Background: an optimization exercise with open tools, aiming at small area, a short achievable clock period and few clock cycles per item. Do not read the settings as production practice.
Only simulation tests tie the RTL to the original design; equivalence was not proved.
Power figures rest on the tool's default switching activity, not on a simulated workload.

==> flow/design.v, too long to show whole: its modules and the start of the top module <==
// module fc_accum: 918 lines
// module fc_fa: 7 lines
// module fc_ha: 7 lines
module fc_accum #(
  parameter int DATAW = 20,
  parameter int ADDRW = 12,
  parameter int FRAC  = 16,
  parameter int NUM   = 2048,
  parameter int RELU  = 1
) (
  input  logic             i_clk,
  input  logic             i_reset,
  input  logic             i_start,
  input  logic [DATAW-1:0] i_bias,
  output logic             o_busy,
  output logic             o_done,
  output logic             o_crd,
  output logic [ADDRW-1:0] o_caddr_rd,
  input  logic [DATAW-1:0] i_cdata_rd,
  output logic [ADDRW-1:0] o_waddr,
  input  logic [DATAW-1:0] i_wdata,
  output logic             o_cwr,
  output logic [2:0]       o_csel,
  output logic [ADDRW-1:0] o_caddr_wr,
  output logic [DATAW-1:0] o_cdata_wr
);
  // ...
==> flow/run.sh <==
#!/bin/bash
# synth_recipe.tcl (not shown) runs the flow's synth.tcl, then flattens the netlist and writes it again
# the make line also repeats each setting of config.mk as NAME=value (left out here)
make -C /OpenROAD-flow-scripts/flow DESIGN_CONFIG=/design/flow/config.mk WORK_HOME=/design/flow/orfs CLKGATE_MAP_FILE= SYNTH_SCRIPT=/design/flow/synth_recipe.tcl finish
==> flow/config.mk <==
export PLATFORM = sky130hd
export DESIGN_NAME = fc_accum
export DESIGN_NICKNAME = fc_accum
export VERILOG_FILES = /design/flow/design.v
export SDC_FILE = /design/flow/constraint.sdc
export NUM_CORES = 4
export LEC_CHECK = 0
export CAP_MARGIN = 60
export CORE_MARGIN = 2
export CORE_UTILIZATION = 40
export PLACE_DENSITY = 0.6
export SLEW_MARGIN = 60
export SYNTH_HIERARCHICAL = 1
export SYNTH_MINIMUM_KEEP_SIZE = 0
==> flow/constraint.sdc <==
create_clock -name core_clock -period 12.5 [get_ports {i_clk}]
set_input_delay 2.5000 -clock core_clock [delete_from_list [all_inputs] [get_ports {i_clk}]]
set_output_delay 2.5000 -clock core_clock [all_outputs]
set_load 0.01 [all_outputs]
==> notes.md, run 1 <==
status: no timing/DRC/antenna violations
Slowest-stage cell, CP: clkdlybuf4s50_1
CP Buf/Inv Count: 1
fin area: 0.0187 mm²
max reg flops: 73
Net Sw Frac: 34.2%
crit start category: flip-flop
Slew HR: 59.6%
met1 usage: 27.7%
pwr/cell area: 156 mW/mm²
WP data required: 10.00 ns
top cell category: multi-input gates
Largest Register: s1_q
worst hold start: r_drain
total sequential power: 0.983 mW
Simple-Gate Fraction of Synth Area: 8.47%
Yosys cell types: 51
layout cells sized above 1: 6.82%
Die H: 206 µm
global route hottest layer: met2
drt first pass iters: 7
Cell Rows: 74
crit-path cells: clkdlybuf4s50_1
syn_area_per_cell: 10.4 µm²
WL per Instance: 19.3 µm
count leader, synth: dfxtp_1
Crit Reg-Reg Startpoint: d_q[8]
largest net degree at the start of global routing: 61
Core Box Area: 0.0406 mm²
die width: 206 µm
min setup slack post-route: 8.36 ns
synthesized area: 0.0164 mm²
total gr overflow: 0
clock power share: 28.1%
Pint: 1.92 mW
most frequent cells in the layout: xnor2_1 (208), fa_1 (201), dfxtp_1 (193)
fin cells: 2145
DP Area: 0.0177 mm²
combinational power share: 38.2%
Clock-cell share: 5.01%
critical path launch point: r_crd
number of setup buffers added after CTS: 0
Post-Place Cells: 2100
Testbench counts, summed over its fixed seeds: cycles 263,062, items 128.
==> run 2: changes to the inputs <==
==> flow/flow/run.sh (new file) <==
#!/bin/bash
# The standard layout, with two changes:
#  - the port buffers are sky130_fd_sc_hd__buf_2 instead of the buffer that
#    buffer_ports picks by default (a delay cell, clkdlybuf4s50_1);
#  - repair_timing aims for 9 ns of setup slack.
# The clock period, the constraints and every other step are the standard ones.
set -euo pipefail
bash standard.sh "BUFFER_PORTS_ARGS=-buffer_cell sky130_fd_sc_hd__buf_2" SETUP_SLACK_MARGIN=9 finish > standard.log 2>&1
==> flow/standard.sh (new file) <==
#!/bin/bash
# synth_recipe.tcl (not shown) runs the flow's synth.tcl, then flattens the netlist and writes it again
# the make line also repeats each setting of config.mk as NAME=value (left out here)
make -C /OpenROAD-flow-scripts/flow DESIGN_CONFIG=/design/flow/config.mk WORK_HOME=/design/flow/orfs CLKGATE_MAP_FILE= SYNTH_SCRIPT=/design/flow/synth_recipe.tcl "${@:-finish}"
removed: flow/run.sh
==> notes.md, run 2 <==
status: no timing/DRC/antenna violations (unchanged)
Longest Clk Path Bufs: 3 (unchanged)
Die H: 206 µm (unchanged)
count leader, synth: dfxtp_1 (unchanged)
Slowest-stage cell, CP: dfxtp_4 (was clkdlybuf4s50_1)
die width: 206 µm (unchanged)
max-cap check violation count: 0 (unchanged)
final setup vio count: 0 (unchanged)
Final Hold Viols: 0 (unchanged)
worst skew pair latency: 0.55 ns (was 0.54 ns)
CTS buffer count: 26 (was 25)
Mapped Cells: 1571 (unchanged)
minimum clock period: 3.52 ns (was 4.14 ns)
Least-Margin Pin Slew: 0.506 ns (was 0.605 ns)
CP Buf/Inv Count: 1 (unchanged)
Layout fillers: 3780 (unchanged)
M3 GR Usage: 4.49% (was 4.26%)
die area: 0.0426 mm² (unchanged)
CTS root buffer: clkbuf_16 (unchanged)
EDFF count, synth: 0 (unchanged)
clock skew: 0.0147 ns (was 0.00849 ns)
sequential share of power: 33.8% (was 33.7%)
WP data required: 10.00 ns (about the same)
crit-path cells: buf_6 (was clkdlybuf4s50_1)
worst hold-check path type: flip-flop to flip-flop (unchanged)
CP Data Arrival Time: 1.02 ns (was 1.64 ns)
initial core utilization: 40.3% (unchanged)
synthesized area: 0.0164 mm² (unchanged)
Placer Congestion: 0.860 (was 0.827)
via count: 11994 (was 11725)
pre-CTS setup slack: 8.14 ns (was 7.94 ns)
crit start category: flip-flop (unchanged)
largest stage delay on the critical path: 0.36 ns (was 0.60 ns)
detailed placement HPWL: 28.2 mm (was 28.6 mm)
worst vdd ir: 0.000101 V (was 0.0000871 V)
DRT iter0 DRCs: 1041 (was 1010)
drt first pass iters: 6 (was 7)
Net Sw Frac: 35.1% (was 34.2%)
LEAKAGE: 8.15 nW (was 7.70 nW)
Regs by FF count: s1_q (73), acc_q (51), d_q (20) (unchanged)
largest area contributor in the netlist: dfxtp_1 (unchanged)
most frequent cells in the layout: xnor2_1 (206), fa_1 (193), a22oi_1 (184) (was xnor2_1 (208), fa_1 (201), dfxtp_1 (193))
ant diodes: 0 (unchanged)
share of flip-flops with an asynchronous set or reset: 0% (unchanged)
final net count: 2001 (was 1964)
met1 usage: 28.7% (was 27.7%)
commonest non-fill, non-tap cell in the layout: xnor2_1 (unchanged)
clock power share: 27.8% (was 28.1%)
CP delay by family, top: flip-flops (was buffers and inverters)
Period Utilization, post-route: 28.2% (was 33.1%)
largest net degree at the start of global routing: 31 (was 61)
DR vias/cell: 5.49 (was 5.47)
syn_area_per_cell: 10.4 µm² (unchanged)
RSZ-0062 raised after global routing: true (was false)
DRC: 0 (unchanged)
Routed Wire Length: 43.6 mm (was 41.5 mm)
Core Box Area: 0.0406 mm² (unchanged)
clock sink total: 217 (unchanged)
I/O Pins: 126 (unchanged)
Crit Path Max Fanout: 4 (was 17)
clock-pin slew on the worst setup and hold paths: 0.06 ns (about the same)
Net Switching: 1.01 mW (was 0.998 mW)
H-tree depth: 1 (unchanged)
WL per Instance: 20.0 µm (was 19.3 µm)
CTS tree: built (unchanged)
layout cells sized above 1: 17.8% (was 6.82%)
pwr/cell area: 151 mW/mm² (was 156 mW/mm²)
Slew HR: 65.8% (was 59.6%)
Post-synth top cells: dfxtp_1 (217), xnor2_1 (208), fa_1 (201) (unchanged)
Cell Rows: 74 (unchanged)
setup TNS: 0 ns (unchanged)
first-pass GRT wire length: 68.8 mm (was 66.6 mm)
total gr overflow: 0 (unchanged)
synth warn: 7 (unchanged)
Synth-to-Final Area Change: 16.8% (was 14.0%)
max reg flops: 73 (unchanged)
fin cells: 2183 (was 2145)
Final ANT Viol Nets: 0 (unchanged)
#FFs+latches synth: 217 (unchanged)
Largest Register: s1_q (unchanged)
Setup CP Type: flip-flop to output port (unchanged)
Pint: 1.88 mW (was 1.92 mW)
global route hottest layer: met2 (unchanged)
GRT Resource Usage Total: 20.7% (was 19.9%)
number of global-route vias before repair: 12371 (was 12093)
CP Capture Type: output port (unchanged)
Post-Place Cells: 2099 (was 2100)
ys flop type: dfxtp_1 (unchanged)
main area contributors after synthesis: dfxtp_1 (26%), fa_1 (25%), xnor2_1 (11%), a22oi_1 (8.7%), ha_1 (8.0%) (unchanged)
f_max: 284 MHz (was 242 MHz)
antenna violations before repair: 0 (unchanged)
Synth top area share: 26.5% (unchanged)
Global Route met2 Usage: 32.1% (was 31.2%)
port bufs: 110 (unchanged)
Final Power: 2.89 mW (was 2.92 mW)
sequential area share after synthesis: 26.5% (unchanged)
combinational power share: 38.5% (was 38.2%)
Yosys cell types: 51 (unchanged)
min setup slack post-route: 8.98 ns (was 8.36 ns)
max-slew violation count: 0 (unchanged)
## run 2: cell counts after synthesis
No cell type changed its count.
## run 2: metal layers
metal | vias to the layer above | part of all wire (%)
met1 | 5886 | 44
met5 | - | 0
met4 | 0 | 2.5
met2 | 525 | 44
met3 | 85 | 9.0
li1 | 5498 | -
## run 2: layout make-up
class,count,area (µm²),share of cell area [%]
inverters,15,56.3,0.294
repair buffers,180,1640,8.55
clock buffers,36,749,3.91
flip-flops and latches,217,4480,23.4
well taps,532,666,3.48
clock inverters,11,166,0.869
multi-input cells,1192,11400,59.5
## run 2: worst paths after layout
check            from        to  slack, ns  depth (start not counted)
max            r_done    o_done       8.98                          1
min           r_drain   r_drain       0.51                          2
max reg2reg  one_q[0]  s1_q[39]       9.01                          9
min reg2reg   r_drain   r_drain       0.51                          2
## run 2: modules after synthesis, one instance, submodules excluded
| module | cell area [µm²] | cells inside | flops+latches | times used |
|---|---|---|---|---|
| fc_accum | 12000 | 1331 | 217 | 1 |
| fc_fa | 20.0 | 1 | 0 | 190 |
| fc_ha | 12.5 | 1 | 0 | 50 |
## run 2: power groups by stage
stage               Sequential, mW  Combinational (mW)  Clock (mW)
global placement             0.997                1.05           0
detailed placement           0.998                1.07           0
finish                       0.976                1.11       0.803
CTS                          0.976                1.10       0.826
global route                 0.998                1.28       0.853
floorplan                    0.955               0.835           0
## run 2: cell families (layout without fill, tap and decap cells)
kind of cell	Yosys count	count (layout)	synth area share, %
other cells	1	15	0.0229
compound gates	350	350	14.8
buf+inv	176	242	4.94
fa+ha+maj	306	306	32.6
mux	4	4	0.252
simple gates	284	284	8.47
xor+xnor	233	233	12.4
flops	217	217	26.5
## run 2: per-stage QoR
step	utilization [%]	instance area, µm²	hold slack [ns]
5_1_grt	47.1	19100	0.545
4_1_cts	46.5	18900	0.514
3_5_place_dp	42.3	17200	0.491
3_3_place_gp	42.2	17200	0.495
2_1_floorplan	-	16500	0.453
6_report	47.1	19100	0.510
## run 2: what timing repair did
action | in CTS | in global routing
hold endpoints to repair | 0 | 0
setup endpoints to repair | 41 | 58
cloned | 4 | 2
setup buffers | 26 | 5
hold buffers | 0 | 0
pin swaps | 4 | 2
resized for setup | 125 | 39
==> run 3: changes to the inputs <==
==> flow/flow/run.sh (replaced) <==
#!/bin/bash
# The standard layout, with two changes:
#  - the port buffers are sky130_fd_sc_hd__buf_1 instead of the buffer that
#    buffer_ports picks by default (a delay cell, clkdlybuf4s50_1); the
#    resizer may upsize them as usual;
#  - repair_timing aims for 9 ns of setup slack.
# The clock period, the constraints and every other step are the standard ones.
set -euo pipefail
bash standard.sh "BUFFER_PORTS_ARGS=-buffer_cell sky130_fd_sc_hd__buf_1" SETUP_SLACK_MARGIN=9 finish > standard.log 2>&1
--- a/flow/config.mk
+++ b/flow/config.mk
@@ -10,2 +10,4 @@
 export CORE_UTILIZATION = 40
+export CTS_CLUSTER_DIAMETER = 80
+export CTS_CLUSTER_SIZE = 30
 export PLACE_DENSITY = 0.6
==> notes.md, run 3 <==
status: no timing/DRC/antenna violations (unchanged)
count leader, synth: dfxtp_1 (unchanged)
CTS root buffer: clkbuf_16 (unchanged)
clock skew: 0.0244 ns (was 0.0147 ns)
f_max: 284 MHz (about the same)
RSZ-0062 raised after global routing: true (unchanged)
global route hottest layer: met2 (unchanged)
largest stage delay on the critical path: 0.38 ns (was 0.36 ns)
antenna violations before repair: 0 (unchanged)
drt first pass iters: 6 (unchanged)
Mapped Cells: 1571 (unchanged)
#FFs+latches synth: 217 (unchanged)
fin cells: 2162 (was 2183)
crit start category: flip-flop (unchanged)
CP Capture Type: output port (unchanged)
M3 GR Usage: 3.69% (was 4.49%)
via count: 11874 (was 11994)
Slowest-stage cell, CP: dfxtp_4 (unchanged)
H-tree depth: 1 (unchanged)
detailed placement HPWL: 28.3 mm (was 28.2 mm)
Period Utilization, post-route: 28.2% (about the same)
fin area: 0.0186 mm² (was 0.0191 mm²)
Die H: 206 µm (unchanged)
Global Route met2 Usage: 31.7% (was 32.1%)
DR vias/cell: 5.49 (about the same)
DP Area: 0.0170 mm² (was 0.0172 mm²)
final net count: 1989 (was 2001)
Core Box Area: 0.0406 mm² (unchanged)
worst vdd ir: 0.0000976 V (was 0.000101 V)
Cell Rows: 74 (unchanged)
LEAKAGE: 7.77 nW (was 8.15 nW)
number of global-route vias before repair: 12282 (was 12371)
pwr/cell area: 142 mW/mm² (was 151 mW/mm²)
die width: 206 µm (unchanged)
total gr overflow: 0 (unchanged)
DRC: 0 (unchanged)
Synth top area share: 26.5% (unchanged)
GRT Resource Usage Total: 20.4% (was 20.7%)
synth warn: 7 (unchanged)
port bufs: 110 (unchanged)
crit-path cells: buf_6 (unchanged)
Routed Wire Length: 42.6 mm (was 43.6 mm)
clock sink total: 217 (unchanged)
Yosys cell types: 51 (unchanged)
Post-synth top cells: dfxtp_1 (217), xnor2_1 (208), fa_1 (201) (unchanged)
met1 usage: 28.4% (was 28.7%)
most frequent cells in the layout: xnor2_1 (206), fa_1 (193), a22oi_1 (186) (was xnor2_1 (206), fa_1 (193), a22oi_1 (184))
CP Data Arrival Time: 1.02 ns (about the same)
Setup CP Type: flip-flop to output port (unchanged)
Post-Place Cells: 2097 (was 2099)
CTS buffer count: 16 (was 26)
Crit Path Max Fanout: 4 (unchanged)
R2R setup slack: 9.00 ns (was 9.01 ns)
worst hold-check path type: flip-flop to flip-flop (unchanged)
main area contributors after synthesis: dfxtp_1 (26%), fa_1 (25%), xnor2_1 (11%), a22oi_1 (8.7%), ha_1 (8.0%) (unchanged)
max-slew violation count: 0 (unchanged)
layout cells sized above 1: 13.0% (was 17.8%)
ant diodes: 0 (unchanged)
Synth-to-Final Area Change: 13.7% (was 16.8%)
Final ANT Viol Nets: 0 (unchanged)
first-pass GRT wire length: 67.7 mm (was 68.8 mm)
Final Hold Viols: 0 (unchanged)
Placer Congestion: 0.836 (was 0.860)
commonest non-fill, non-tap cell in the layout: xnor2_1 (unchanged)
Largest Register: s1_q (unchanged)
final setup vio count: 0 (unchanged)
WP data required: 10.00 ns (about the same)
max-cap check violation count: 0 (unchanged)
CTS tree: built (unchanged)
Regs by FF count: s1_q (73), acc_q (51), d_q (20) (unchanged)
largest area contributor in the netlist: dfxtp_1 (unchanged)
setup TNS: 0 ns (unchanged)
initial core utilization: 40.3% (unchanged)
sequential area share after synthesis: 26.5% (unchanged)
largest net degree at the start of global routing: 31 (unchanged)
ys flop type: dfxtp_1 (unchanged)
DRT iter0 DRCs: 966 (was 1041)
EDFF count, synth: 0 (unchanged)
I/O Pins: 126 (unchanged)
max reg flops: 73 (unchanged)
synthesized area: 0.0164 mm² (unchanged)
CP Buf/Inv Count: 1 (unchanged)
die area: 0.0426 mm² (unchanged)
Longest Clk Path Bufs: 3 (unchanged)
syn_area_per_cell: 10.4 µm² (unchanged)
clock-pin slew on the worst setup and hold paths: 0.10 ns (was 0.06 ns)
share of flip-flops with an asynchronous set or reset: 0% (unchanged)
minimum clock period: 3.52 ns (about the same)
worst skew pair latency: 0.53 ns (was 0.55 ns)
WL per Instance: 19.7 µm (was 20.0 µm)
CP delay by family, top: flip-flops (unchanged)
==> run 3: cell counts after synthesis <==
Identical to the previous run, type by type.
==> run 3: worst paths after layout <==
kind	from	end	depth (start not counted)
min	r_drain	r_done	2
max reg2reg	one_q[0]	s1_q[39]	9
min reg2reg	r_drain	r_done	2
max	r_done	o_done	1
==> run 3: routing by layer <==
metal  share of wire (%)  up-vias
met3                 7.8       86
met1                  46     5862
li1                    -     5458
met4                 3.0        0
met2                  44      468
met5                   0        -
==> run 3: area by class of cell <==
class                      instances  area, µm²
clock buffer                      18        439
fill                            3795      22000
inverter                          15       56.3
tap                              532        666
sequential                       217       4500
timing repair buffer             178       1460
clock inverter                    10        158
multi-input combinational       1192      11400
==> run 3: worst min-delay path, delay by kind of cell (launching register included) <==
| kind | cells | cell delay, ns |
|---|---|---|
| flip-flops | 1 | 0.33 |
| AND/OR/NAND/NOR | 2 | 0.17 |
==> run 3: cells by family (layout without fill, tap and decap cells) <==
kind of cell | after synthesis | after routing | synth area share [%]
other | 1 | 15 | 0.0229
AND/OR/NAND/NOR | 284 | 284 | 8.47
XOR/XNOR | 233 | 233 | 12.4
adder cells (fa/ha/maj) | 306 | 306 | 32.6
AO/OA/AOI/OAI | 350 | 350 | 14.8
flip-flops | 217 | 217 | 26.5
multiplexers | 4 | 4 | 0.252
buffers and inverters | 176 | 221 | 4.94
==> run 3: timing repair <==
item                       CTS  global route
pin swaps                    4             5
cloned                       5             0
setup buffers               28             4
hold buffers                 0             0
gates resized for setup    160            30
hold endpoints to repair     0             0
setup endpoints to repair   53            52
==> run 3: report_power, final <==
| group | switching, mW | leakage [nW] | internal [mW] | total (mW) |
|---|---|---|---|---|
| combinational | 0.589 | 5.66 | 0.515 | 1.10 |
| sequential | 0.125 | 1.82 | 0.849 | 0.974 |
| clock | 0.296 | 0.288 | 0.279 | 0.574 |
| total | 1.01 | 7.77 | 1.64 | 2.65 |
==> run 3: stage by stage <==
stage	power, mW	setup slack (ns)	hold slack [ns]	util [%]
floorplan	1.79	8.99	0.453	-
global placement	2.03	7.77	0.496	41.8
detailed placement	2.06	8.14	0.492	41.9
CTS	2.67	8.95	0.521	45.5
global route	2.88	8.92	0.557	45.9
finish	2.65	8.98	0.522	45.9
==> run 3: per-module statistics from Yosys, one instance, submodules excluded <==
module | area (µm²) | copies in the design
fc_ha | 12.5 | 50
fc_fa | 20.0 | 190
fc_accum | 12000 | 1
==> run 4: changes to the inputs <==
--- a/flow/config.mk
+++ b/flow/config.mk
@@ -9,6 +9,6 @@
 export CORE_MARGIN = 2
-export CORE_UTILIZATION = 40
+export CORE_UTILIZATION = 70
 export CTS_CLUSTER_DIAMETER = 80
 export CTS_CLUSTER_SIZE = 30
-export PLACE_DENSITY = 0.6
+export PLACE_DENSITY = 0.85
 export SLEW_MARGIN = 60
==> notes.md, run 4 <==
Global Route met2 Usage: 54.8% (was 31.7%)
LEAKAGE: 7.69 nW (was 7.77 nW)
CTS Hold Bufs: 0 (unchanged)
Yosys cell types: 51 (unchanged)
detailed placement HPWL: 26.7 mm (was 28.3 mm)
die width: 157 µm (was 206 µm)
share of flip-flops with an asynchronous set or reset: 0% (unchanged)
Post-Place Cells: 1876 (was 2097)
DR vias/cell: 6.44 (was 5.49)
layout cells sized above 1: 13.4% (was 13.0%)
die area: 0.0247 mm² (was 0.0426 mm²)
port bufs: 110 (unchanged)
largest area contributor in the netlist: dfxtp_1 (unchanged)
max-cap check violation count: 0 (unchanged)
clock-pin slew on the worst setup and hold paths: 0.11 ns (was 0.10 ns)
DRT iter0 DRCs: 1527 (was 966)
fin area: 0.0182 mm² (was 0.0186 mm²)
final setup vio count: 0 (unchanged)
CTS root buffer: clkbuf_16 (unchanged)
ys flop type: dfxtp_1 (unchanged)
CTS tree: built (unchanged)
M3 GR Usage: 6.72% (was 3.69%)
minimum clock period: 3.51 ns (was 3.52 ns)
Period Utilization, post-route: 28.1% (was 28.2%)
met1 usage: 45.5% (was 28.4%)
synth warn: 7 (unchanged)
Placer Congestion: 0.936 (was 0.836)
crit-path cells: buf_2 (was buf_6)
Mapped Cells: 1571 (unchanged)
worst hold-check path type: flip-flop to flip-flop (unchanged)
Crit Path Max Fanout: 5 (was 4)
WP data required: 10.00 ns (about the same)
GRT Resource Usage Total: 33.6% (was 20.4%)
Cell Rows: 56 (was 74)
EDFF count, synth: 0 (unchanged)
status: no timing/DRC/antenna violations (unchanged)
Regs by FF count: s1_q (73), acc_q (51), d_q (20) (unchanged)
Post-synth top cells: dfxtp_1 (217), xnor2_1 (208), fa_1 (201) (unchanged)
setup TNS: 0 ns (unchanged)
crit start category: flip-flop (unchanged)
Setup CP Type: flip-flop to output port (unchanged)
H-tree depth: 1 (unchanged)
RSZ-0062 raised after global routing: true (unchanged)
largest net degree at the start of global routing: 31 (unchanged)
syn_area_per_cell: 10.4 µm² (unchanged)
CTS buffer count: 13 (was 16)
largest stage delay on the critical path: 0.39 ns (was 0.38 ns)
max-slew violation count: 0 (unchanged)
worst skew pair latency: 0.50 ns (was 0.53 ns)
initial core utilization: 70.5% (was 40.3%)
Slew HR: 65.6%
antenna violations before repair: 0 (unchanged)
Largest Register: s1_q (unchanged)
Core Box Area: 0.0233 mm² (was 0.0406 mm²)
number of global-route vias before repair: 12327 (was 12282)
Final ANT Viol Nets: 0 (unchanged)
most frequent cells in the layout: xnor2_1 (206), fa_1 (194), a22oi_1 (179) (was xnor2_1 (206), fa_1 (193), a22oi_1 (186))
clock sink total: 217 (unchanged)
main area contributors after synthesis: dfxtp_1 (26%), fa_1 (25%), xnor2_1 (11%), a22oi_1 (8.7%), ha_1 (8.0%) (unchanged)
via count: 12566 (was 11874)
Net Sw Frac: 38.9% (was 38.1%)
first-pass GRT wire length: 65.1 mm (was 67.7 mm)
I/O Pins: 126 (unchanged)
Final Power: 2.58 mW (was 2.65 mW)
Net Switching: 1.00 mW (was 1.01 mW)
commonest non-fill, non-tap cell in the layout: xnor2_1 (unchanged)
Slowest-stage cell, CP: dfxtp_4 (unchanged)
#FFs+latches synth: 217 (unchanged)
total gr overflow: 0 (unchanged)
Synth-to-Final Area Change: 11.1% (was 13.7%)
clock skew: 0.0225 ns (was 0.0244 ns)
sequential share of power: 38.0% (was 36.7%)
pwr/cell area: 142 mW/mm² (about the same)
synthesized area: 0.0164 mm² (unchanged)
max reg flops: 73 (unchanged)
sequential area share after synthesis: 26.5% (unchanged)
Die H: 157 µm (was 206 µm)
combinational power share: 43.9% (was 41.6%)
final net count: 1995 (was 1989)
clock power share: 18.1% (was 21.7%)
Least-Margin Pin Slew: 0.503 ns
CP Buf/Inv Count: 1 (unchanged)
CP Capture Type: output port (unchanged)
Pint: 1.58 mW (was 1.64 mW)
drt first pass iters: 6 (unchanged)
worst hold slack: 0.532 ns (was 0.522 ns)
f_max: 285 MHz (was 284 MHz)
global route hottest layer: met2 (unchanged)
worst vdd ir: 0.000112 V (was 0.0000976 V)
fin cells: 1951 (was 2162)
Synth top area share: 26.5% (unchanged)
DRC: 0 (unchanged)
Final Hold Viols: 0 (unchanged)
Longest Clk Path Bufs: 3 (unchanged)
DP Area: 0.0167 mm² (was 0.0170 mm²)
Routed Wire Length: 43.1 mm (was 42.6 mm)
WL per Instance: 22.1 µm (was 19.7 µm)
CP Data Arrival Time: 1.01 ns (was 1.02 ns)
CP delay by family, top: flip-flops (unchanged)
count leader, synth: dfxtp_1 (unchanged)
-- run 4: cell counts after synthesis --
Identical to the previous run, type by type.
-- run 4: final timing paths --
check / endpoint / cells after the start / from / slack, ns
setup / recovery: o_csel[1] / 1 / r_done / 8.99
hold / removal: r_res[17] / 2 / acc_q[33] / 0.53
hold reg to reg: r_res[17] / 2 / acc_q[33] / 0.53
setup reg to reg: s1_q[35] / 8 / one_q[7] / 8.99
-- run 4: layout make-up --
class | count | area (µm²)
Multi-Input combinational cell | 1192 | 11400
Fill cell | 1481 | 5050
Sequential cell | 217 | 4520
Timing Repair Buffer | 187 | 1400
Tap cell | 319 | 399
Clock buffer | 15 | 333
Clock inverter | 5 | 83.8
Inverter | 15 | 56.3
Antenna cell | 1 | 2.50
-- run 4: power by group through the flow --
stage | clock [mW] | sequential (mW) | combinational, mW
after CTS | 0.472 | 0.979 | 1.10
after detailed placement | 0 | 1.00 | 1.06
after floorplan | 0 | 0.955 | 0.835
after global routing | 0.502 | 0.998 | 1.28
after global placement | 0 | 0.999 | 1.00
final | 0.466 | 0.979 | 1.13
-- run 4: through the flow --
| step | utilization, % | setup slack, ns |
|---|---|---|
| 6_report | 78.3 | 8.99 |
| 5_1_grt | 78.3 | 8.94 |
| 4_1_cts | 75.9 | 8.97 |
| 3_5_place_dp | 71.9 | 8.05 |
| 3_3_place_gp | 71.7 | 7.79 |
| 2_1_floorplan | - | 8.99 |
-- run 4: modules after synthesis (local to each module, per instance) --
module / area [µm²] / cells inside
fc_accum: 12000 / 1331
fc_fa: 20.0 / 1
fc_ha: 12.5 / 1
-- run 4: routing by layer --
| layer | up-vias | share of wire, % |
|---|---|---|
| met3 | 165 | 11 |
| li1 | 5472 | - |
| met4 | 0 | 4.1 |
| met1 | 6116 | 39 |
| met5 | - | 0 |
| met2 | 813 | 46 |
-- run 4: what timing repair did --
action,4_1_cts,5_1_grt
pin swaps,1,5
endpoints found under the setup margin,60,61
setup buffers,27,24
gates resized for setup,106,88
endpoints found under the hold margin,0,0
cloned,2,1
-- run 4: cell families after synthesis --
family          Yosys count  share of synthesized area [%]
fa+ha+maj               306                           32.6
xor+xnor                233                           12.4
buf+inv                 176                           4.94
flops                   217                           26.5
other cells               1                         0.0229
mux                       4                          0.252
compound gates          350                           14.8
simple gates            284                           8.47

-- re-timing with driven ports --
In the flow no input, the clock included, has a driving cell. The finished layouts below were timed again as built, in two steps. Step 1 sets driving cells, clkbuf_16 on the clock port and buf_2 on the other inputs (assumed; they add their load-dependent delay and slew). Step 2 also shifts input and output timing later by t, the mid clock arrival at the registers, as if the neighbouring blocks saw the same clock. a / b / c = ideal ports / drivers / drivers and shift; a / b = the first two.
run	t (ns)	setup slack, ns	hold slack, ns	latest minus earliest clock arrival (ns)
run 1	0.589	8.361 / 8.306 / 7.904	0.500 / 0.500 / 0.500	0.009 / 0.009
run 2	0.599	8.980 / 8.926 / 8.527	0.510 / 0.510 / 0.510	0.017 / 0.017
run 3	0.571	8.976 / 8.918 / 8.586	0.522 / 0.522 / 0.522	0.024 / 0.025
run 4	0.532	8.986 / 8.937 / 8.546	0.532 / 0.532 / 0.532	0.023 / 0.023
After both steps every run listed still meets setup and hold. The setup slack of run 1, which loses most, moves by -0.055 ns with the drivers and by -0.457 ns with both steps.
